What follows belongs to an exercise in optimizing a design on an open flow for small area, a short achievable clock period and few clock cycles per item; a production flow would make more cautious choices.
RTL that was checked went through simulation tests only; none was proved equivalent to the original.

==> flow/design.v <==
`default_nettype none
package kuart_pkg;
    localparam int unsigned DEFAULT_TABLE_DEPTH = 16;
    localparam int unsigned MAX_OUT             = 16;
    localparam logic [31:0] USER_LIMIT          = 32'h8000_0000;
    localparam logic [31:0] PAGE_MASK           = 32'hFFFF_F000;
    localparam logic [31:0] EXEMPT_RESET        = 32'h02B4_0020;
    localparam logic [1:0] KIND_FAULT   = 2'd0;
    localparam logic [1:0] KIND_RELEASE = 2'd1;
    localparam logic [1:0] KIND_HOLDER  = 2'd2;
    localparam logic [1:0] KIND_NONE    = 2'd3;
    localparam logic REG_TARGET = 1'b0;
    localparam logic REG_EXEMPT = 1'b1;
    localparam int unsigned S_TDATA_W = 136;
    localparam int unsigned M_TDATA_W = 40;
endpackage
`default_nettype wire
`default_nettype none
module kernel_user_access_record_table_unit #(
    parameter int unsigned TABLE_DEPTH = kuart_pkg::DEFAULT_TABLE_DEPTH
) (
    input  wire logic                   aclk,
    input  wire logic                   aresetn,
    input  wire logic                   s_tvalid,
    output logic                        s_tready,
    input  wire logic [kuart_pkg::S_TDATA_W-1:0] s_tdata,
    input  wire logic [1:0]             s_tuser,
    output logic                        m_tvalid,
    input  wire logic                   m_tready,
    output logic [kuart_pkg::M_TDATA_W-1:0] m_tdata,
    output logic                        m_tlast,
    input  wire logic                   cfg_we,
    input  wire logic                   cfg_index,
    input  wire logic [31:0]            cfg_data
);
    localparam int unsigned N = TABLE_DEPTH;
    logic [31:0] target_reg, exempt_reg;
    logic [N-1:0] valid_reg, pend_reg;
    logic         pend_any;   
    logic [31:0] ent_ctx [N];
    logic [31:0] ent_thr [N];
    logic [30:0] ent_adr [N];
    logic [31:0] ent_pc  [N];
    logic [N-1:0] ent_thr0;
    logic        q_valid;
    logic        q_fault, q_viol, q_rd, q_thr0;
    logic [31:0] q_ctx, q_thr, q_pc;
    logic [30:0] q_adr;
    logic        q_rel, q_hold;
    logic [N-1:0] q_v;    
    localparam int unsigned BW = 37;
    logic [BW-1:0] out_reg, sk_reg;
    logic          sk_valid;
    logic          rdy_reg;    
    function automatic logic [N-1:0] lowest(input logic [N-1:0] v);
        logic seen;
        seen = 1'b0;
        for (int k = 0; k < N; k++) begin
            lowest[k] = v[k] && !seen;
            seen = seen || v[k];
        end
    endfunction
    logic [31:0] i_ctx, i_thr, i_adr, i_pc;
    logic i_user, i_prot, i_wr, i_ac, i_ptew, i_pass;
    logic i_fault, i_rel, i_hold, i_rd, i_relok, i_lowpg;
    logic [1:0] i_rpl;
    assign i_ctx  = s_tdata[31:0];
    assign i_thr  = s_tdata[63:32];
    assign i_adr  = s_tdata[95:64];
    assign i_pc   = s_tdata[127:96];
    assign i_user = s_tdata[128];
    assign i_prot = s_tdata[129];
    assign i_wr   = s_tdata[130];
    assign i_rpl  = s_tdata[132:131];
    assign i_ac   = s_tdata[133];
    assign i_ptew = s_tdata[134];
    assign i_pass = (i_ctx == target_reg) && !i_adr[31] && i_prot &&
                    !(i_wr && !i_ptew) && !i_user && (i_rpl != 2'd3) && !i_ac;
    assign i_fault = (s_tuser == kuart_pkg::KIND_FAULT);
    assign i_rel   = (s_tuser == kuart_pkg::KIND_RELEASE);
    assign i_hold  = (s_tuser == kuart_pkg::KIND_HOLDER);
    assign i_rd    = i_pass && !i_wr;
    assign i_relok = (i_ctx != exempt_reg);
    assign i_lowpg = !i_adr[31];
    logic [N-1:0] free_v, free_1h;
    assign free_v  = ~valid_reg & ~pend_reg;
    assign free_1h = lowest(free_v);
    logic f_dbl, f_rel, f_hold;
    always_comb begin
        logic pg_eq, adr_eq, pc_eq, ctx_eq, thr_eq;
        pg_eq  = (q_adr[30:12] == i_adr[30:12]);
        adr_eq = pg_eq && (q_adr[11:0] == i_adr[11:0]);
        pc_eq  = (q_pc == i_pc);
        ctx_eq = (q_ctx == i_ctx);
        thr_eq = (q_thr == i_thr);
        f_dbl  = adr_eq && !pc_eq;
        f_rel  = (ctx_eq && thr_eq) || q_thr0;
        f_hold = thr_eq && pg_eq;
    end
    logic [N-1:0] c_dbl, c_rel, c_hold;
    for (genvar i = 0; i < N; i++) begin : g_cmp
        logic adr_eq, pg_eq, pc_eq, ctx_eq, thr_eq;
        assign pg_eq  = (ent_adr[i][30:12] == i_adr[30:12]);
        assign adr_eq = pg_eq && (ent_adr[i][11:0] == i_adr[11:0]);
        assign pc_eq  = (ent_pc[i] == i_pc);
        assign ctx_eq = (ent_ctx[i] == i_ctx);
        assign thr_eq = (ent_thr[i] == i_thr);
        assign c_dbl[i]  = free_1h[i] ? f_dbl  : (adr_eq && !pc_eq);
        assign c_rel[i]  = free_1h[i] ? f_rel  : ((ctx_eq && thr_eq) || ent_thr0[i]);
        assign c_hold[i] = free_1h[i] ? f_hold : (thr_eq && pg_eq);
    end
    logic [N-1:0] rel_v, hold_1h, sel_v, sel_1h, sel_rest;
    logic dbl_any, free_any, rec;
    logic [N-1:0] hit_v;
    logic go, emit_p, beat_en, out_free, take;
    assign hit_v    = q_v & valid_reg;
    assign dbl_any  = q_fault && (|hit_v);
    assign free_any = |free_v;
    assign rec      = q_fault && q_rd && !(|hit_v) && free_any;
    assign rel_v    = q_rel ? hit_v : '0;
    assign hold_1h  = q_hold ? lowest(hit_v) : '0;
    assign out_free = !m_tvalid || m_tready;
    assign go       = q_valid && !pend_any && !sk_valid;
    assign emit_p   = pend_any && !sk_valid;
    assign beat_en  = go || emit_p;
    assign s_tready = rdy_reg;    
    assign take     = s_tvalid && s_tready;
    logic q_valid_n, pend_any_n, sk_valid_n;
    always_comb begin
        q_valid_n = q_valid;
        if (take)    q_valid_n = (s_tuser != kuart_pkg::KIND_NONE);
        else if (go) q_valid_n = 1'b0;
        pend_any_n = beat_en ? (|sel_rest) : pend_any;
        sk_valid_n = sk_valid;
        if (beat_en)       sk_valid_n = !out_free;
        else if (out_free) sk_valid_n = 1'b0;
    end
    assign sel_v    = pend_any ? pend_reg : (rel_v | hold_1h);
    assign sel_1h   = pend_any ? lowest(pend_reg) : (lowest(rel_v) | hold_1h);
    assign sel_rest = sel_v & ~sel_1h;
    logic [30:0] sel_adr;
    always_comb begin
        sel_adr = '0;
        for (int i = 0; i < N; i++)
            if (sel_1h[i]) sel_adr = sel_adr | ent_adr[i];
    end
    logic [BW-1:0] beat;
    assign beat = {sel_adr,
                   |sel_v,                            
                   !pend_any && (|hold_1h),           
                   !pend_any && rec,                  
                   !pend_any && dbl_any,              
                   !pend_any && q_fault && q_viol,    
                   !(|sel_rest)};                     
    assign m_tdata = {3'd0, 1'b0, out_reg[BW-1:1]};
    assign m_tlast = out_reg[0];
    always_ff @(posedge aclk) begin
        if (!aresetn) begin
            target_reg <= 32'd0;
            exempt_reg <= kuart_pkg::EXEMPT_RESET;
            valid_reg  <= '0;
            pend_reg   <= '0;
            pend_any   <= 1'b0;
            q_valid    <= 1'b0;
            sk_valid   <= 1'b0;
            rdy_reg    <= 1'b1;
            m_tvalid   <= 1'b0;
        end else begin
            if (cfg_we) begin
                if (cfg_index == kuart_pkg::REG_TARGET) target_reg <= cfg_data;
                else                                    exempt_reg <= cfg_data;
            end
            q_valid  <= q_valid_n;
            sk_valid <= sk_valid_n;
            rdy_reg  <= !q_valid_n || (!pend_any_n && !sk_valid_n);
            if (go) valid_reg <= (valid_reg | (rec ? free_1h : '0)) & ~rel_v & ~hold_1h;
            if (beat_en) pend_reg <= sel_rest;
            pend_any <= pend_any_n;
            if (beat_en)       m_tvalid <= 1'b1;
            else if (out_free) m_tvalid <= sk_valid;
        end
    end
    always_ff @(posedge aclk) begin
        if (out_free && (beat_en || sk_valid)) out_reg <= sk_valid ? sk_reg : beat;
        if (beat_en && !out_free) sk_reg <= beat;
    end
    always_ff @(posedge aclk) begin
        if (take) begin
            q_fault <= i_fault;
            q_viol  <= i_pass;
            q_rd    <= i_rd;
            q_thr0  <= (i_thr == 32'd0);
            q_ctx   <= i_ctx;
            q_thr   <= i_thr;
            q_adr   <= i_adr[30:0];
            q_pc    <= i_pc;
            q_rel   <= i_rel;
            q_hold  <= i_hold;
            q_v     <= (i_fault && i_rd)    ? c_dbl  :
                       (i_rel && i_relok)   ? c_rel  :
                       (i_hold && i_lowpg)  ? c_hold : '0;
        end
    end
    always_ff @(posedge aclk) begin
        for (int i = 0; i < N; i++) begin
            if (free_1h[i]) begin
                ent_ctx[i]  <= q_ctx;
                ent_thr[i]  <= q_thr;
                ent_adr[i]  <= q_adr;
                ent_pc[i]   <= q_pc;
                ent_thr0[i] <= q_thr0;
            end
        end
    end
endmodule
`default_nettype wire
Settings: LEC_CHECK=0, CAP_MARGIN=20, CORE_MARGIN=2, CORE_UTILIZATION=60, SETUP_SLACK_MARGIN=3.2, SLEW_MARGIN=20; clock period 6.0 ns.
run.sh (not shown) runs the stock make flow with config.mk's settings and CLKGATE_MAP_FILE= SYNTH_SCRIPT=/design/flow/synth_recipe.tcl, a recipe that flattens the netlist after the stock synthesis.
Testbench counts at the start, summed over its fixed seeds: cycles 5,223, items 4,800.
Rerun with:
--- a/flow/design.v
+++ b/flow/design.v
@@ -45,9 +45,9 @@
     logic        q_valid;
     logic        q_fault, q_viol, q_rd, q_thr0;
     logic [31:0] q_ctx, q_thr, q_pc;
     logic [30:0] q_adr;
-    logic        q_rel, q_hold;
+    logic        q_rel, q_hold, q_relhold;
     logic [N-1:0] q_v;    
     localparam int unsigned BW = 37;
     logic [BW-1:0] out_reg, sk_reg;
     logic          sk_valid;
@@ -58,8 +58,19 @@
         for (int k = 0; k < N; k++) begin
             lowest[k] = v[k] && !seen;
             seen = seen || v[k];
         end
+    endfunction
+    function automatic logic many(input logic [N-1:0] v);
+        logic [N-1:0] any_t, many_t;
+        any_t  = v;
+        many_t = '0;
+        for (int w = 1; w < N; w = w * 2)
+            for (int k = 0; k + w < N; k = k + 2 * w) begin
+                many_t[k] = many_t[k] || many_t[k + w] || (any_t[k] && any_t[k + w]);
+                any_t[k]  = any_t[k] || any_t[k + w];
+            end
+        many = many_t[0];
     endfunction
     logic [31:0] i_ctx, i_thr, i_adr, i_pc;
     logic i_user, i_prot, i_wr, i_ac, i_ptew, i_pass;
     logic i_fault, i_rel, i_hold, i_rd, i_relok, i_lowpg;
@@ -108,18 +119,21 @@
         assign c_dbl[i]  = free_1h[i] ? f_dbl  : (adr_eq && !pc_eq);
         assign c_rel[i]  = free_1h[i] ? f_rel  : ((ctx_eq && thr_eq) || ent_thr0[i]);
         assign c_hold[i] = free_1h[i] ? f_hold : (thr_eq && pg_eq);
     end
-    logic [N-1:0] rel_v, hold_1h, sel_v, sel_1h, sel_rest;
+    logic [N-1:0] hit_v, hit_1h, pend_1h, sel_1h;
+    logic hit_any, hit_many, pend_many, rest_any;
     logic dbl_any, free_any, rec;
-    logic [N-1:0] hit_v;
     logic go, emit_p, beat_en, out_free, take;
-    assign hit_v    = q_v & valid_reg;
-    assign dbl_any  = q_fault && (|hit_v);
-    assign free_any = |free_v;
-    assign rec      = q_fault && q_rd && !(|hit_v) && free_any;
-    assign rel_v    = q_rel ? hit_v : '0;
-    assign hold_1h  = q_hold ? lowest(hit_v) : '0;
+    assign hit_v     = q_v & valid_reg;
+    assign hit_1h    = lowest(hit_v);
+    assign hit_any   = |hit_v;
+    assign hit_many  = many(hit_v);
+    assign pend_1h   = lowest(pend_reg);
+    assign pend_many = many(pend_reg);
+    assign dbl_any   = q_fault && hit_any;
+    assign free_any  = |free_v;
+    assign rec       = q_fault && q_rd && !hit_any && free_any;
     assign out_free = !m_tvalid || m_tready;
     assign go       = q_valid && !pend_any && !sk_valid;
     assign emit_p   = pend_any && !sk_valid;
     assign beat_en  = go || emit_p;
@@ -129,30 +143,29 @@
     always_comb begin
         q_valid_n = q_valid;
         if (take)    q_valid_n = (s_tuser != kuart_pkg::KIND_NONE);
         else if (go) q_valid_n = 1'b0;
-        pend_any_n = beat_en ? (|sel_rest) : pend_any;
+        pend_any_n = beat_en ? rest_any : pend_any;
         sk_valid_n = sk_valid;
         if (beat_en)       sk_valid_n = !out_free;
         else if (out_free) sk_valid_n = 1'b0;
     end
-    assign sel_v    = pend_any ? pend_reg : (rel_v | hold_1h);
-    assign sel_1h   = pend_any ? lowest(pend_reg) : (lowest(rel_v) | hold_1h);
-    assign sel_rest = sel_v & ~sel_1h;
+    assign sel_1h   = pend_any ? pend_1h : (q_relhold ? hit_1h : '0);
+    assign rest_any = pend_any ? pend_many : (q_rel && hit_many);
     logic [30:0] sel_adr;
     always_comb begin
         sel_adr = '0;
         for (int i = 0; i < N; i++)
             if (sel_1h[i]) sel_adr = sel_adr | ent_adr[i];
     end
     logic [BW-1:0] beat;
     assign beat = {sel_adr,
-                   |sel_v,                            
-                   !pend_any && (|hold_1h),           
+                   pend_any || (q_relhold && hit_any),  
+                   !pend_any && q_hold && hit_any,    
                    !pend_any && rec,                  
                    !pend_any && dbl_any,              
                    !pend_any && q_fault && q_viol,    
-                   !(|sel_rest)};                     
+                   !rest_any};                        
     assign m_tdata = {3'd0, 1'b0, out_reg[BW-1:1]};
     assign m_tlast = out_reg[0];
     always_ff @(posedge aclk) begin
         if (!aresetn) begin
@@ -172,10 +185,12 @@
             end
             q_valid  <= q_valid_n;
             sk_valid <= sk_valid_n;
             rdy_reg  <= !q_valid_n || (!pend_any_n && !sk_valid_n);
-            if (go) valid_reg <= (valid_reg | (rec ? free_1h : '0)) & ~rel_v & ~hold_1h;
-            if (beat_en) pend_reg <= sel_rest;
+            if (go) valid_reg <= (valid_reg | (rec ? free_1h : '0)) &
+                                 ~(q_rel ? hit_v : '0) & ~(q_hold ? hit_1h : '0);
+            if (beat_en) pend_reg <= pend_any ? (pend_reg & ~pend_1h) :
+                                     (q_rel ? (hit_v & ~hit_1h) : '0);
             pend_any <= pend_any_n;
             if (beat_en)       m_tvalid <= 1'b1;
             else if (out_free) m_tvalid <= sk_valid;
         end
@@ -195,8 +210,9 @@
             q_adr   <= i_adr[30:0];
             q_pc    <= i_pc;
             q_rel   <= i_rel;
             q_hold  <= i_hold;
+            q_relhold <= i_rel || i_hold;
             q_v     <= (i_fault && i_rd)    ? c_dbl  :
                        (i_rel && i_relok)   ? c_rel  :
                        (i_hold && i_lowpg)  ? c_hold : '0;
         end
Result: Core utilization goes up by 1.2 points. Worst setup slack got worse by 39 ps. Die area goes up by 1.2%. Final area goes up by 3.0%. Hold slack got worse by 18 ps. Flip-flop and latch count goes up by 1. Non-clock buffer count goes up by 191. Global-route usage goes up by 4.1 points. Final cell count goes up by 4.9%. Register-to-register slack got worse by 40 ps.
Only the layout flow was run in the second run of this note; the RTL was not checked for function there.

## port drivers added, routing unchanged
The results above use ideal ports. As a check the final layouts listed here were re-extracted and re-timed, cells and wires unchanged.
Step 1 assumes that a clkbuf_16 drives the clock port and a buf_2 every other input.
Step 2 moves the port delays by t, midway between the first and last clock arrival at a register: inputs arrive t later, outputs are due t later. That takes back most of the time a late clock gives input paths.
Slacks: ideal ports / drivers / drivers and shift; pairs: ideal ports / drivers.
| run | t, ns | setup WS [ns] | clock arrival spread, ns |
|---|---|---|---|
| the first run | 0.964 | 2.927 / 2.927 / 2.231 | 0.039 / 0.039 |
| the second run | 0.978 | 2.887 / 2.887 / 2.100 | 0.039 / 0.039 |
After both steps every run listed still meets setup and hold. For the second run, which loses most, drivers alone change the setup slack by 0.000 ns; drivers and shift together by -0.787 ns.
